What follows belongs to an exercise in optimizing a design on an open flow for small area, a short achievable clock period and few clock cycles per item; a production flow would make more cautious choices.
The RTL was checked by simulation tests, not by an equivalence proof against the original design.
Power figures rest on the tool's default switching activity, not on a simulated workload.

===== flow/run.sh =====
#!/bin/bash
# synth_recipe.tcl (not shown) runs the flow's synth.tcl, then flattens the netlist and writes it again
# the make line also repeats each setting of config.mk as NAME=value (left out here)
make -C /OpenROAD-flow-scripts/flow DESIGN_CONFIG=/design/flow/config.mk WORK_HOME=/design/flow/orfs CLKGATE_MAP_FILE= SYNTH_SCRIPT=/design/flow/synth_recipe.tcl finish

===== flow/config.mk =====
export PLATFORM = sky130hd
export DESIGN_NAME = sync_nbank_fifo
export DESIGN_NICKNAME = sync_nbank_fifo
export VERILOG_FILES = /design/flow/design.v
export SDC_FILE = /design/flow/constraint.sdc
export NUM_CORES = 4
export LEC_CHECK = 0
export CAP_MARGIN = 20
export CORE_MARGIN = 2
export CORE_UTILIZATION = 45
export PLACE_DENSITY = 0.6
export SLEW_MARGIN = 20

===== flow/constraint.sdc =====
create_clock -name core_clock -period 6.5 [get_ports {clk}]
set_input_delay 1.3000 -clock core_clock [delete_from_list [all_inputs] [get_ports {clk}]]
set_output_delay 1.3000 -clock core_clock [all_outputs]
set_load 0.01 [all_outputs]

===== flow/design.v =====
package sync_nbank_fifo_pkg;
    localparam int NUM_RINGS = 16;
    localparam int RING_LEN  = 14;
endpackage
module sync_nbank_fifo #(
    parameter int DATA_WIDTH = 8,
    parameter int FIFO_DEPTH = 256,
    parameter int NUM_BANKS  = 2,
    parameter int AF_MARGIN  = 4,
    parameter int AE_MARGIN  = 4
) (
    input  logic                          clk,
    input  logic                          rstn,
    input  logic [DATA_WIDTH-1:0]         in_data,
    input  logic                          in_valid,
    output logic                          in_ready,
    output logic [DATA_WIDTH-1:0]         out_data,
    output logic                          out_valid,
    input  logic                          out_ready,
    input  logic                          clear,
    output logic [$clog2(FIFO_DEPTH):0]   count
);
    localparam int DW = DATA_WIDTH;
    localparam int NR = sync_nbank_fifo_pkg::NUM_RINGS;    
    localparam int RL = sync_nbank_fifo_pkg::RING_LEN;     
    localparam int CW = $clog2(FIFO_DEPTH) + 1;            
    if (FIFO_DEPTH != NR * (RL + 2) || NR != 16) begin : g_bad_cfg
        $error("sync_nbank_fifo: unsupported parameter set");
    end
    logic [3:0]    wring;
    logic [3:0]    wseq;
    logic [3:0]    rring;
    logic [3:0]    rseq;
    logic [3:0]    ph;
    logic [NR-1:0] ov;           
    logic [NR-1:0] sv;           
    logic          in_ready_q;
    logic          out_valid_q;
    logic [NR*DW-1:0] o_flat;    
    logic          wr_fire;
    logic          out_fire;
    logic [3:0]    rseq_p1;
    logic [3:0]    wseq_m1;
    logic          om0, om1;     
    logic          sm0, sm1;     
    logic [4:0]    hcnt;         
    logic [3:0]    mcnt;         
    logic [NR-1:0] ov_next;
    logic [NR-1:0] sv_next;
    logic [3:0]    rring_next;
    logic [3:0]    wring_next;
    logic [CW-1:0] count_next;
    function automatic logic [3:0] seq_inc(input logic [3:0] s);
        seq_inc = (s == 4'(RL - 1)) ? 4'd0 : s + 4'd1;
    endfunction
    function automatic logic [3:0] seq_dec(input logic [3:0] s);
        seq_dec = (s == 4'd0) ? 4'(RL - 1) : s - 4'd1;
    endfunction
    assign in_ready  = in_ready_q;
    assign out_valid = out_valid_q;
    assign out_data  = o_flat[rring*DW +: DW];
    assign wr_fire  = in_valid && in_ready_q && !clear;
    assign out_fire = out_valid_q && out_ready && !clear;
    assign rseq_p1 = seq_inc(rseq);
    assign wseq_m1 = seq_dec(wseq);
    assign om0     = (rseq == ph);
    assign om1     = (rseq_p1 == ph);
    assign sm0     = (wseq == ph);
    assign sm1     = (wseq_m1 == ph);
    assign hcnt    = count[CW-1:4];
    assign mcnt    = count[3:0];
    for (genvar r = 0; r < NR; r++) begin : g_ring
        logic [DW*RL-1:0] ring;      
        logic [DW-1:0]    s_q;
        logic [DW-1:0]    o_q;
        logic [DW-1:0]    tap;
        logic [3:0]       roff;      
        logic [4:0]       held;      
        logic [4:0]       in_ring;   
        logic             rh_zero;
        logic             rh_full;
        logic             orow;      
        logic             srow;      
        logic             o_from_s;
        logic             flush;
        logic             consume;
        logic             wr_here;
        assign o_flat[r*DW +: DW] = o_q;
        assign tap     = ring[(RL-1)*DW +: DW];
        assign roff    = 4'(r) - rring;
        assign held    = hcnt + 5'(roff < mcnt);
        assign in_ring = held - 5'(ov[r]) - 5'(sv[r]);
        assign rh_zero = (in_ring == 5'd0);
        assign rh_full = (in_ring == 5'(RL));
        assign orow    = (4'(r) < rring) ? om1 : om0;
        assign srow    = (4'(r) < wring) ? sm0 : sm1;
        assign o_from_s = !ov[r] && rh_zero && sv[r];
        assign flush    = sv[r] && srow && !o_from_s && !(rh_full && ov[r]);
        assign consume  = out_fire && (rring == 4'(r));
        assign wr_here  = wr_fire && (wring == 4'(r));
        always_comb begin
            if (ov[r])        ov_next[r] = !consume;
            else if (rh_zero) ov_next[r] = sv[r] || wr_here;
            else              ov_next[r] = orow;
            if (sv[r])        sv_next[r] = !(flush || o_from_s);
            else              sv_next[r] = wr_here && !(!ov[r] && rh_zero);
        end
        always_ff @(posedge clk) begin
            ring[DW-1:0]          <= flush ? s_q : tap;
            ring[DW*RL-1:DW]      <= ring[DW*(RL-1)-1:0];
            if (!sv[r]) s_q <= in_data;
            if (!ov[r]) o_q <= rh_zero ? (sv[r] ? s_q : in_data) : tap;
        end
    end
    always_comb begin
        rring_next = rring + 4'(out_fire);
        wring_next = wring + 4'(wr_fire);
        count_next = count;
        case ({wr_fire, out_fire})
            2'b10:   count_next = count + CW'(1);
            2'b01:   count_next = count - CW'(1);
            default: ;
        endcase
    end
    always_ff @(posedge clk or negedge rstn) begin
        if (!rstn) begin
            wring       <= '0;
            wseq        <= '0;
            rring       <= '0;
            rseq        <= '0;
            ph          <= '0;
            count       <= '0;
            ov          <= '0;
            sv          <= '0;
            in_ready_q  <= 1'b0;
            out_valid_q <= 1'b0;
        end else begin
            ph <= seq_inc(ph);
            if (clear) begin
                wring       <= '0;
                wseq        <= '0;
                rring       <= '0;
                rseq        <= '0;
                count       <= '0;
                ov          <= '0;
                sv          <= '0;
                in_ready_q  <= 1'b1;
                out_valid_q <= 1'b0;
            end else begin
                wring <= wring_next;
                if (wr_fire && wring == 4'd15) wseq <= seq_inc(wseq);
                rring <= rring_next;
                if (out_fire && rring == 4'd15) rseq <= seq_inc(rseq);
                count       <= count_next;
                ov          <= ov_next;
                sv          <= sv_next;
                in_ready_q  <= (count_next != CW'(FIFO_DEPTH)) && !sv_next[wring_next];
                out_valid_q <= ov_next[rring_next];
            end
        end
    end
endmodule

==> out/summary.md <==
Synthesis
• **total of warnings raised by yosys** 1
• **post-synthesis sequential area ratio** 0.778
• **async set or reset register ratio after synthesis** 0.0298
• **number of flops mapped to enable cells by yosys** 128
• **Mapped Cells** 3552
• **largest area contributor in the synthesized netlist** dfxtp_1
• **Synthesized Nets** 3721
• **synthesized cell area** 56400 um2
• **count of state elements after synthesis** 2111
• **Yosys top cell area share** 0.682
• **Yosys cell types** 84
• **most frequently used flop master after synthesis** dfxtp_1
• **mean area per synthesized cell** 15.9 um2
• **biggest area contributors in the synthesized netlist** dfxtp_1 (68%), edfxtp_1 (6.8%), mux2_2 (5.3%)

STA
• **setup skew after layout** 48.0 ps
• **final hold vios** 0
• **RSZ-0062 raised after global routing** no
• **number of setup violations in the final report** 0
• **time the final worst path needs with I/O delays and setup** 5490 ps
• **post-route setup TNS** 0 ps
• **portion of the clock cycle consumed by the worst path in the final layout** 0.844
• **highest clock rate** 182 MHz
• **Pins Over Slew Limit** 0
• **slew at the pin with the worst max-slew slack** 1080 ps
• **Rel. slew slack** 0.280
• **worst-case hold slack** 287 ps

Finish
• **count of fill cells added during filler insertion** 10100
• **fraction of layout cells with a size suffix above 1** 0.179
• **Post-Layout Cell Count** 5520
• **count of nets after finishing** 3888
• **Layout area overhead** 15.5%

CTS
• **cells resized by post-CTS repair** 0
• **CTS tree** yes
• **hold-fix buffer count after cts** 0
• **root buffer cell** clkbuf_16
• **number of clock sinks** 2111
• **Setup Buffers After CTS** 0
• **maximum level of the CTS H-tree** 4
• **number of buffers between clock root and the deepest sink** 3
• **Worst-Skew Late Latency** 820 ps
• **TritonCTS Buffers** 191
• **clock-pin slew on the worst setup and hold paths** 70 ps

Route
• **Vias per Instance** 4.69
• **Post-Route WL** 104 mm
• **post-DR wirelength/cell** 18.8 um
• **TritonRoute pass-1 iters** 6
• **detailed-route via count** 25900
• **Initial DRC Count** 1999
• **drt drc** 0
• **number of antenna-violating nets in the routed design** 0

Worst setup path
• **data required time of the critical path** 7230 ps
• **endpoint type of the worst setup path** flop
• **CP max stage cell** or4_1
• **Worst path max stage delay** 790 ps
• **Max FO, Critical Path** 38
• **cell breakdown of the critical path** buf_4 -> ha_1 -> xnor2_1 -> inv_1 -> ha_1 -> a21o_1 -> a21o_1 -> fa_1 -> inv_1 -> ha_1 -> ha_1 -> fa_1 -> or4_1 -> o221ai_1 -> a32oi_1 -> nand2_1 -> nor3_1 -> a311oi_1
• **type of element launching the critical path** flop
• **arrival time at the worst endpoint** 6220 ps
• **CP Class** flop to flop
• **CP most frequent cell** ha_1

Placement
• **RePlAce Congestion** 0.930
• **cell count after placement** 5163
• **input/output buffers** 31
• **detailed placement HPWL** 67.6 mm

Pwr
• **power density of the placed cells** 434 nW/um2
• **clock power share** 0.396
• **power dissipated by switching net loads** 6.78 mW
• **IR drop worst, VDD** 0.278 mV
• **switching part of the total power** 0.240
• **internal cell power** 21.5 mW
• **sequential share of power** 0.495
• **combinational share of power** 0.109
• **Leak Pwr** 26.5 nW
• **post-layout power** 28.3 mW

Floorplan
• **Cell Rows** 129
• **initial core utilization** 0.455
• **Die H** 358 um
• **Die Span X** 358 um
• **number of top-level pins** 32
• **DIE AREA** 128000 um2
• **Std-Cell Core Area** 124000 um2

Outcome
• **outcome** finished clean

GRT
• **number of global-route vias before repair** 25200
• **pin count of the biggest net entering global routing** 64
• **number of antenna violations at the first check in global routing** 7
• **Overall Global Routing Usage** 0.166
• **remaining global-route overflow** 0
• **global-route wire length before repair** 157 mm

Worst hold path
• **class of the tightest hold or removal check** flop to flop

Job
• **maximum capacitance violations** 0

==> cell usage after synthesis (all sizes together), types with 26 or more instances <==
| library cell | instances |
|---|---|
| a211oi | 26 |
| a21o | 42 |
| a21oi | 69 |
| buf | 40 |
| clkbuf | 48 |
| dfrtp | 63 |
| dfxtp | 1920 |
| edfxtp | 128 |
| fa | 33 |
| ha | 123 |
| inv | 119 |
| mux2 | 385 |
| mux4 | 40 |
| nand2 | 39 |
| nand3 | 27 |
| nor2 | 106 |
| nor3 | 31 |
| o21ai | 44 |
| xnor2 | 31 |
==> worst max-delay path: cells and delay by family, from the launching register on <==
family / cells / cell delay [ps]
fa+ha+maj: 6 / 1950
compound gates: 5 / 1180
simple gates: 3 / 1000
buf+inv: 3 / 710
flops: 1 / 350
xor+xnor: 1 / 170
==> registers in the layout (all words and copies together) (netlist names) <==
signal / flops
count: 9
ov: 16
rseq: 4
g_ring.s_q: 128
rring: 4
sv: 16
wring: 4
g_ring.o_q: 128
in_ready_q: 1
wseq: 4
ph: 4
g_ring.ring: 1792
out_valid_q: 1
==> layer usage <==
metal | global-route usage | share of wire | vias up
li1 | - | - | 12500
met1 | 0.248 | 0.51 | 12600
met4 | 0.0578 | 0.030 | 4
met5 | 0 | 0.00033 | -
met3 | 0.0402 | 0.054 | 202
met2 | 0.233 | 0.41 | 641
==> stage by stage <==
stage | instance area (um2) | utilization | worst slack [ps]
after floorplan | 56400 | - | 1440
after global placement | 58600 | 0.472 | 1120
after detailed placement | 58600 | 0.472 | 1000
after CTS | 65100 | 0.525 | 998
after global routing | 65100 | 0.525 | 693
final | 65100 | 0.525 | 1010
==> path summary, 6_finish.rpt <==
check,from,to,slack [ps],depth (start not counted)
max in group asynchronous,rstn,rring[0],5120,2
min reg2reg,g_ring[1].ring[14],g_ring[1].ring[22],290,0
min in group asynchronous,rstn,wseq[2],720,2
max reg2reg,rring[0],in_ready_q,1010,18
max,rring[0],in_ready_q,1010,18
min,g_ring[1].ring[14],g_ring[1].ring[22],290,0
==> cell usage in the layout (no fill, tap or decap), drive strengths merged, types with 26 or more instances in the layout <==
master | synthesis | routed
xnor2 | 31 | 31
fa | 33 | 33
a21o | 42 | 42
edfxtp | 128 | 128
dfrtp | 63 | 63
dfxtp | 1920 | 1920
o21ai | 44 | 44
inv | 119 | 136
a211oi | 26 | 26
clkinv | 0 | 41
nor3 | 31 | 31
mux2 | 385 | 385
ha | 123 | 123
mux4 | 40 | 40
buf | 40 | 41
nor2 | 106 | 106
nand3 | 27 | 27
clkbuf | 48 | 280
a21oi | 69 | 69
nand2 | 39 | 39
==> power by group through the flow <==
stage | Sequential (mW) | Clock (mW) | Combinational, mW
after floorplan | 14.1 | 0 | 2.16
after global placement | 14.3 | 0 | 3.05
after detailed placement | 14.3 | 0 | 3.08
after CTS | 14.0 | 11.5 | 3.10
after global routing | 14.0 | 12.1 | 3.35
final | 14.0 | 11.2 | 3.09
==> cell families after synthesis <==
logic type               count (synthesis)  share of synthesized area
AND/OR/NAND/NOR                        320                     0.0314
flip-flops                            2111                      0.778
AO/OA/AOI/OAI                          273                     0.0340
buffers and inverters                  207                     0.0148
adder cells (fa/ha/maj)                156                     0.0390
multiplexers                           434                     0.0946
XOR/XNOR                                51                    0.00819
==> layout make-up <==
type                       instances  area, um2  area share
clock buffer                     280       5610      0.0862
multi-input combinational       1234      11700       0.180
tap                             1637       2050      0.0315
sequential                      2111      43900       0.674
clock inverter                    73        928      0.0143
timing repair buffer              62        493     0.00757
antenna                            4       10.0    0.000154
inverter                         119        447     0.00686
Testbench counts, summed over its fixed seeds: cycles 12,164, items 11,200.

[separate check: timing with driven ports]
No port has a modelled driver above. Below, the same layout with a new extraction and two added sets of constraints.
Step 1 assumes that a clkbuf_16 drives the clock port and a buf_2 every other input.
Step 2, shift: input delay + t, output delay - t, t = (earliest + latest rising clock arrival at the registers) / 2. This alone moves slack from input paths to output paths.
Slacks: ideal ports / drivers / drivers and shift; pairs: ideal ports / drivers.
shift t [ns]: 0.864
slack for setup (ns): 1.012 / 1.012 / 1.012
worst setup path at the end: register to register
worst data-port slew with drivers (ns): 0.04
After both steps this run still meets setup and hold. For this run, drivers alone change the setup slack by 0.000 ns; drivers and shift together by 0.000 ns.
